Context: an optimization exercise on an open-source flow, tuned for small area, a short achievable clock period and few clock cycles per item. The choices shown serve that exercise and are no tape-out recipe. Only simulation tests tie the RTL to the original design; equivalence was not proved.

Design lz77_token_encoder_unit, start of the top module:
module lz77_token_encoder_unit #(
  parameter int SEARCH_SIZE    = lz77_pkg::SEARCH_SIZE_DEF,
  parameter int LOOKAHEAD_SIZE = lz77_pkg::LOOKAHEAD_SIZE_DEF
) (
  input  logic        clk,
  input  logic        rst_n,
  input  logic        in_tvalid,
  output logic        in_tready,
  input  logic [7:0]  in_tdata,    
  input  logic        in_tlast,    
  output logic        out_tvalid,
  input  logic        out_tready,
  output logic [23:0] out_tdata,   
  output logic        out_tlast,   
  input  logic        cfg_valid,
  output logic        cfg_ready,
  input  logic [1:0]  cfg_index,
  input  logic [8:0]  cfg_data
);
  logic [8:0]  window;    
  logic [3:0]  cap;       
  logic [7:0]  q_byte;
  logic        q_last, q_has_last, q_pushed, q_pop;
  logic        q_nonempty, q_owed;
  logic [21:0] tok_data;
  assign cfg_ready = 1'b1;
  always_ff @(posedge clk) begin
    if (!rst_n) begin
      window <= 9'(lz77_pkg::SEARCH_LIMIT_RST);
      cap    <= lz77_pkg::MATCH_LIMIT_RST;
    end else if (cfg_valid) begin
      case (cfg_index)
        lz77_pkg::CFG_SEARCH_LIMIT:
          window <= (cfg_data == '0) ? 9'd1 : (cfg_data > 9'd256) ? 9'd256 : cfg_data;
        lz77_pkg::CFG_MATCH_LIMIT:
          cap <= (cfg_data[3:0] == '0) ? 4'd1 : cfg_data[3:0];
        default: ;
      endcase
    end
  end
  lz77_front u_front (
    .clk       (clk),
    .rst_n     (rst_n),
    .cap       (cap),
    .in_valid  (in_tvalid),
    .in_ready  (in_tready),
    .in_byte   (in_tdata),
    .in_last   (in_tlast),
  ...
Size in the first run: ~8400 cells after synthesis, ~53 I/O pins, roughly 120000 um^2 of cells after synthesis.
==> module lz77_engine, before the edit <==
module lz77_engine (
  input  logic        clk,
  input  logic        rst_n,
  input  logic [8:0]  window,      
  input  logic [3:0]  cap,         
  input  logic        cfg_write,
  input  logic [7:0]  q_byte,
  input  logic        q_last,
  input  logic        q_nonempty,
  input  logic        q_owed,
  input  logic        q_has_last,
  input  logic        q_pushed,
  output logic        q_pop,
  output logic        tok_valid,
  input  logic        tok_ready,
  output logic [21:0] tok_data,
  output logic        tok_last
);
  localparam int N = 256;
  logic [7:0]   sr_r [N];         
  logic [8:0]   fill_r, fill_nxt;
  logic [8:0]   lim_r;            
  logic         armed_r;
  logic         fire;
  logic [N-1:0] eq, vmask;
  logic         s2_v;
  logic [7:0]   s2_byte;
  logic         s2_last;
  logic [N-1:0] eqv_r;            
  logic [N-1:0] m_r;
  logic         start_r;
  logic [3:0]   j_r;
  logic         pend_r;
  logic [3:0]   pend_len_r;
  logic [N-1:0] nvec;
  logic         any;
  logic         capped;
  logic [8:0]   pe_off;
  logic         push;
  logic [22:0]  push_d;
  logic [2:0]   qv;
  logic [22:0]  qd [3];
  always_comb begin
    logic [15:0] gt_hi, eq_hi, gt_lo;
    for (int a = 0; a < 16; a++) begin
      gt_hi[a] = (lim_r[7:4] > 4'(a));
      eq_hi[a] = (lim_r[7:4] == 4'(a));
      gt_lo[a] = (lim_r[3:0] > 4'(a));
    end
    for (int a = 0; a < 16; a++)
      for (int b = 0; b < 16; b++)
        vmask[16*a+b] = lim_r[8] | gt_hi[a] | (eq_hi[a] & gt_lo[b]);
  end
  always_comb begin
    for (int d = 0; d < N; d++) eq[d] = (sr_r[d] == q_byte);
  end
  logic can_start, known_mid;
  assign known_mid = !s2_v && !start_r;
  assign can_start = armed_r && !qv[1] && (q_has_last || q_owed);
  assign fire  = q_nonempty && !(s2_v && s2_last) && (known_mid || can_start);
  assign q_pop = fire;
  logic [8:0] fill_inc, lim_inc, lim_now;
  assign fill_inc = (fill_r == 9'd256) ? fill_r : fill_r + 9'd1;
  assign lim_inc  = (lim_r < window) ? lim_r + 9'd1 : lim_r;
  assign lim_now  = (fill_r < window) ? fill_r : window;
  assign fill_nxt = !fire ? fill_r : (q_last ? 9'd0 : fill_inc);
  always_ff @(posedge clk) begin
    if (!rst_n) begin
      fill_r  <= '0;
      lim_r   <= '0;
      armed_r <= 1'b0;
      s2_v    <= 1'b0;
    end else begin
      if (q_pushed) armed_r <= 1'b1;
      else if (cfg_write) armed_r <= 1'b0;
      fill_r <= fill_nxt;
      lim_r  <= !fire ? lim_now : (q_last ? 9'd0 : lim_inc);
      s2_v   <= fire;
    end
  end
  always_ff @(posedge clk) begin
    eqv_r <= fire ? (eq & vmask) : '1;
    if (fire) begin
      s2_byte <= q_byte;
      s2_last <= q_last;
      sr_r[0] <= q_byte;
      for (int d = 1; d < N; d++) sr_r[d] <= sr_r[d-1];
    end
  end
  assign nvec   = eqv_r & (m_r | {N{start_r}});
  assign any    = (|(eqv_r & m_r)) || (start_r && (|eqv_r));
  assign capped = (j_r == cap);
  logic [16:0] ga_r;
  logic [3:0]  lg_r [17];
  always_ff @(posedge clk) begin
    logic [271:0] xn;
    xn = {15'd0, nvec, 1'b0};
    for (int g = 0; g < 17; g++) begin
      ga_r[g] <= |xn[16*g +: 16];
      lg_r[g] <= 4'd0;
      for (int b = 15; b >= 0; b--) if (xn[16*g+b]) lg_r[g] <= 4'(b);
    end
  end
  always_comb begin
    logic [16:0]  first;
    logic         below;
    logic [4:0]   gsel;
    logic [3:0]   lsel;
    below = 1'b0;
    for (int g = 0; g < 17; g++) begin
      first[g] = ga_r[g] && !below;
      below = below || ga_r[g];
    end
    gsel = '0;
    lsel = '0;
    for (int g = 0; g < 17; g++) begin
      gsel = gsel | ({5{first[g]}} & 5'(g));
      lsel = lsel | ({4{first[g]}} & lg_r[g]);
    end
    pe_off = {gsel, lsel};
  end
  assign push   = pend_r || (s2_v && (capped || !any));
  assign push_d = pend_r ? {pe_off, pend_len_r, 8'd0, 1'b0, 1'b1}
                         : {(start_r ? 9'd0 : pe_off), j_r, s2_byte, 1'b1, s2_last};
  logic end_fix, j_go;
  assign end_fix = capped || s2_last;
  assign j_go    = s2_v && !end_fix;
  always_ff @(posedge clk) begin
    if (!rst_n) begin
      start_r <= 1'b1;
      j_r     <= '0;
      pend_r  <= 1'b0;
    end else begin
      start_r <= (s2_v && end_fix) || (!s2_v && start_r) || (s2_v && !any);
      j_r     <= j_go ? (any ? j_r + 4'd1 : 4'd0) : (s2_v ? 4'd0 : j_r);
      pend_r  <= s2_v && !capped && s2_last && any;
    end
  end
  always_ff @(posedge clk) begin
    m_r        <= nvec;
    pend_len_r <= j_r + 4'd1;
  end
  logic       pop_out;
  logic [2:0] qa;
  assign pop_out = qv[0] && tok_ready;
  assign qa = pop_out ? {1'b0, qv[2:1]} : qv;
  always_ff @(posedge clk) begin
    if (!rst_n) begin
      qv <= '0;
    end else begin
      qv <= push ? {qa[1:0], 1'b1} : qa;
    end
  end
  logic        hold0;
  logic [22:0] new0;
  assign hold0 = qv[0] && !tok_ready;
  assign new0  = qv[1] ? qd[1] : push_d;
  always_ff @(posedge clk) begin
    qd[0] <= ({23{hold0}} & qd[0]) | ({23{!hold0}} & new0);
    if (pop_out) begin
      qd[1] <= qv[2] ? qd[2] : push_d;
      qd[2] <= push_d;
    end else begin
      if (!qv[1]) qd[1] <= push_d;
      if (!qv[2]) qd[2] <= push_d;
    end
  end
  assign tok_valid = qv[0];
  assign tok_data  = qd[0][22:1];
  assign tok_last  = qd[0][0];
endmodule
==> flow/config.mk <==
export PLATFORM = sky130hd
export DESIGN_NAME = lz77_token_encoder_unit
export DESIGN_NICKNAME = lz77_token_encoder_unit
export VERILOG_FILES = /design/flow/design.v
export SDC_FILE = /design/flow/constraint.sdc
export NUM_CORES = 4
export LEC_CHECK = 0
export CAP_MARGIN = 20
export CORE_MARGIN = 2
export CORE_UTILIZATION = 40
export CTS_CLUSTER_DIAMETER = 70
export CTS_CLUSTER_SIZE = 30
export SETUP_SLACK_MARGIN = 3.3
export SLEW_MARGIN = 20
==> flow/constraint.sdc <==
create_clock -name core_clock -period 6.0 [get_ports {clk}]
set_input_delay 1.2000 -clock core_clock [delete_from_list [all_inputs] [get_ports {clk}]]
set_output_delay 1.2000 -clock core_clock [all_outputs]
set_load 0.01 [all_outputs]
standard.sh (not shown) runs the stock make flow with config.mk's settings and CLKGATE_MAP_FILE= SYNTH_SCRIPT=/design/flow/synth_recipe.tcl, a recipe that flattens the netlist after the stock synthesis.
==> flow/flow/run.sh <==
#!/bin/bash
# The standard layout, except that the port buffers are buf_4 cells
# rather than the delay buffers buffer_ports picks on its own. Every port
# still gets its buffer. The make output goes to standard_flow.log here;
# ORFS keeps each step's log under orfs/logs.
set -euo pipefail
export BUFFER_PORTS_ARGS="-buffer_cell sky130_fd_sc_hd__buf_4"
bash standard.sh > standard_flow.log 2>&1
Testbench counts at the start, summed over its fixed seeds: cycles 7,342, bytes 7,200.
Change:
--- a/flow/design.v
+++ b/flow/design.v
@@ -243,8 +243,10 @@
   assign push   = pend_r || (s2_v && (capped || !any));
   assign push_d = pend_r ? {pe_off, pend_len_r, 8'd0, 1'b0, 1'b1}
                          : {(start_r ? 9'd0 : pe_off), j_r, s2_byte, 1'b1, s2_last};
   logic end_fix, j_go;
+  logic [3:0] j_inc;
+  assign j_inc   = j_r + 4'd1;
   assign end_fix = capped || s2_last;
   assign j_go    = s2_v && !end_fix;
   always_ff @(posedge clk) begin
     if (!rst_n) begin
@@ -252,9 +254,9 @@
       j_r     <= '0;
       pend_r  <= 1'b0;
     end else begin
       start_r <= (s2_v && end_fix) || (!s2_v && start_r) || (s2_v && !any);
-      j_r     <= j_go ? (any ? j_r + 4'd1 : 4'd0) : (s2_v ? 4'd0 : j_r);
+      j_r     <= ({4{j_go && any}} & j_inc) | ({4{!s2_v}} & j_r);
       pend_r  <= s2_v && !capped && s2_last && any;
     end
   end
   always_ff @(posedge clk) begin
@@ -262,22 +264,26 @@
     pend_len_r <= j_r + 4'd1;
   end
   logic       pop_out;
   logic [2:0] qa;
+  logic       push_early;
+  assign push_early = pend_r || (s2_v && capped);
   assign pop_out = qv[0] && tok_ready;
   assign qa = pop_out ? {1'b0, qv[2:1]} : qv;
   always_ff @(posedge clk) begin
     if (!rst_n) begin
       qv <= '0;
     end else begin
-      qv <= push ? {qa[1:0], 1'b1} : qa;
+      qv <= (push_early || (s2_v && !any)) ? {qa[1:0], 1'b1} : qa;
     end
   end
   logic        hold0;
   logic [22:0] new0;
   assign hold0 = qv[0] && !tok_ready;
   assign new0  = qv[1] ? qd[1] : push_d;
+  logic [22:0] out_r;
   always_ff @(posedge clk) begin
+    out_r <= hold0 ? qd[0] : new0;
     qd[0] <= ({23{hold0}} & qd[0]) | ({23{!hold0}} & new0);
     if (pop_out) begin
       qd[1] <= qv[2] ? qd[2] : push_d;
       qd[2] <= push_d;
@@ -286,10 +292,10 @@
       if (!qv[2]) qd[2] <= push_d;
     end
   end
   assign tok_valid = qv[0];
-  assign tok_data  = qd[0][22:1];
-  assign tok_last  = qd[0][0];
+  assign tok_data  = out_r[22:1];
+  assign tok_last  = out_r[0];
 endmodule
 `timescale 1ns / 1ps
 module lz77_token_encoder_unit #(
   parameter int SEARCH_SIZE    = lz77_pkg::SEARCH_SIZE_DEF,
Outcome: Synthesized cell count stays flat. Area after synthesis barely changes. Routed wire length climbs by about 0.7%. Worst hold slack gains 0.023 ns. Register-to-register slack loses 0.16 ns.
Testbench counts after the change, summed over its fixed seeds: cycles 7,342, bytes 7,200.

[re-timing with driven ports]
The results above use ideal ports. As a check the final layouts listed here were re-extracted and re-timed, cells and wires unchanged.
Step 1: set_driving_cell puts a clkbuf_16 on clk and a buf_2 on each other input, an assumption about the parent block.
Step 2, shift: input delay + t, output delay - t, t = (earliest + latest rising clock arrival at the registers) / 2. This alone moves slack from input paths to output paths.
Three values: no drivers, after step 1, after step 2; two values: the first two.
run | shift t [ns] | setup slack, ns | hold slack, ns | latest minus earliest clock arrival (ns)
the first run | 0.961 | 3.152 / 3.057 / 2.547 | 0.420 / 0.420 / 0.420 | 0.071 / 0.071
the second run | 0.958 | 2.997 / 2.997 / 2.455 | 0.442 / 0.442 / 0.442 | 0.060 / 0.060
After both steps every run listed still meets setup and hold. For the first run, which loses most, drivers alone change the setup slack by -0.095 ns; drivers and shift together by -0.605 ns.
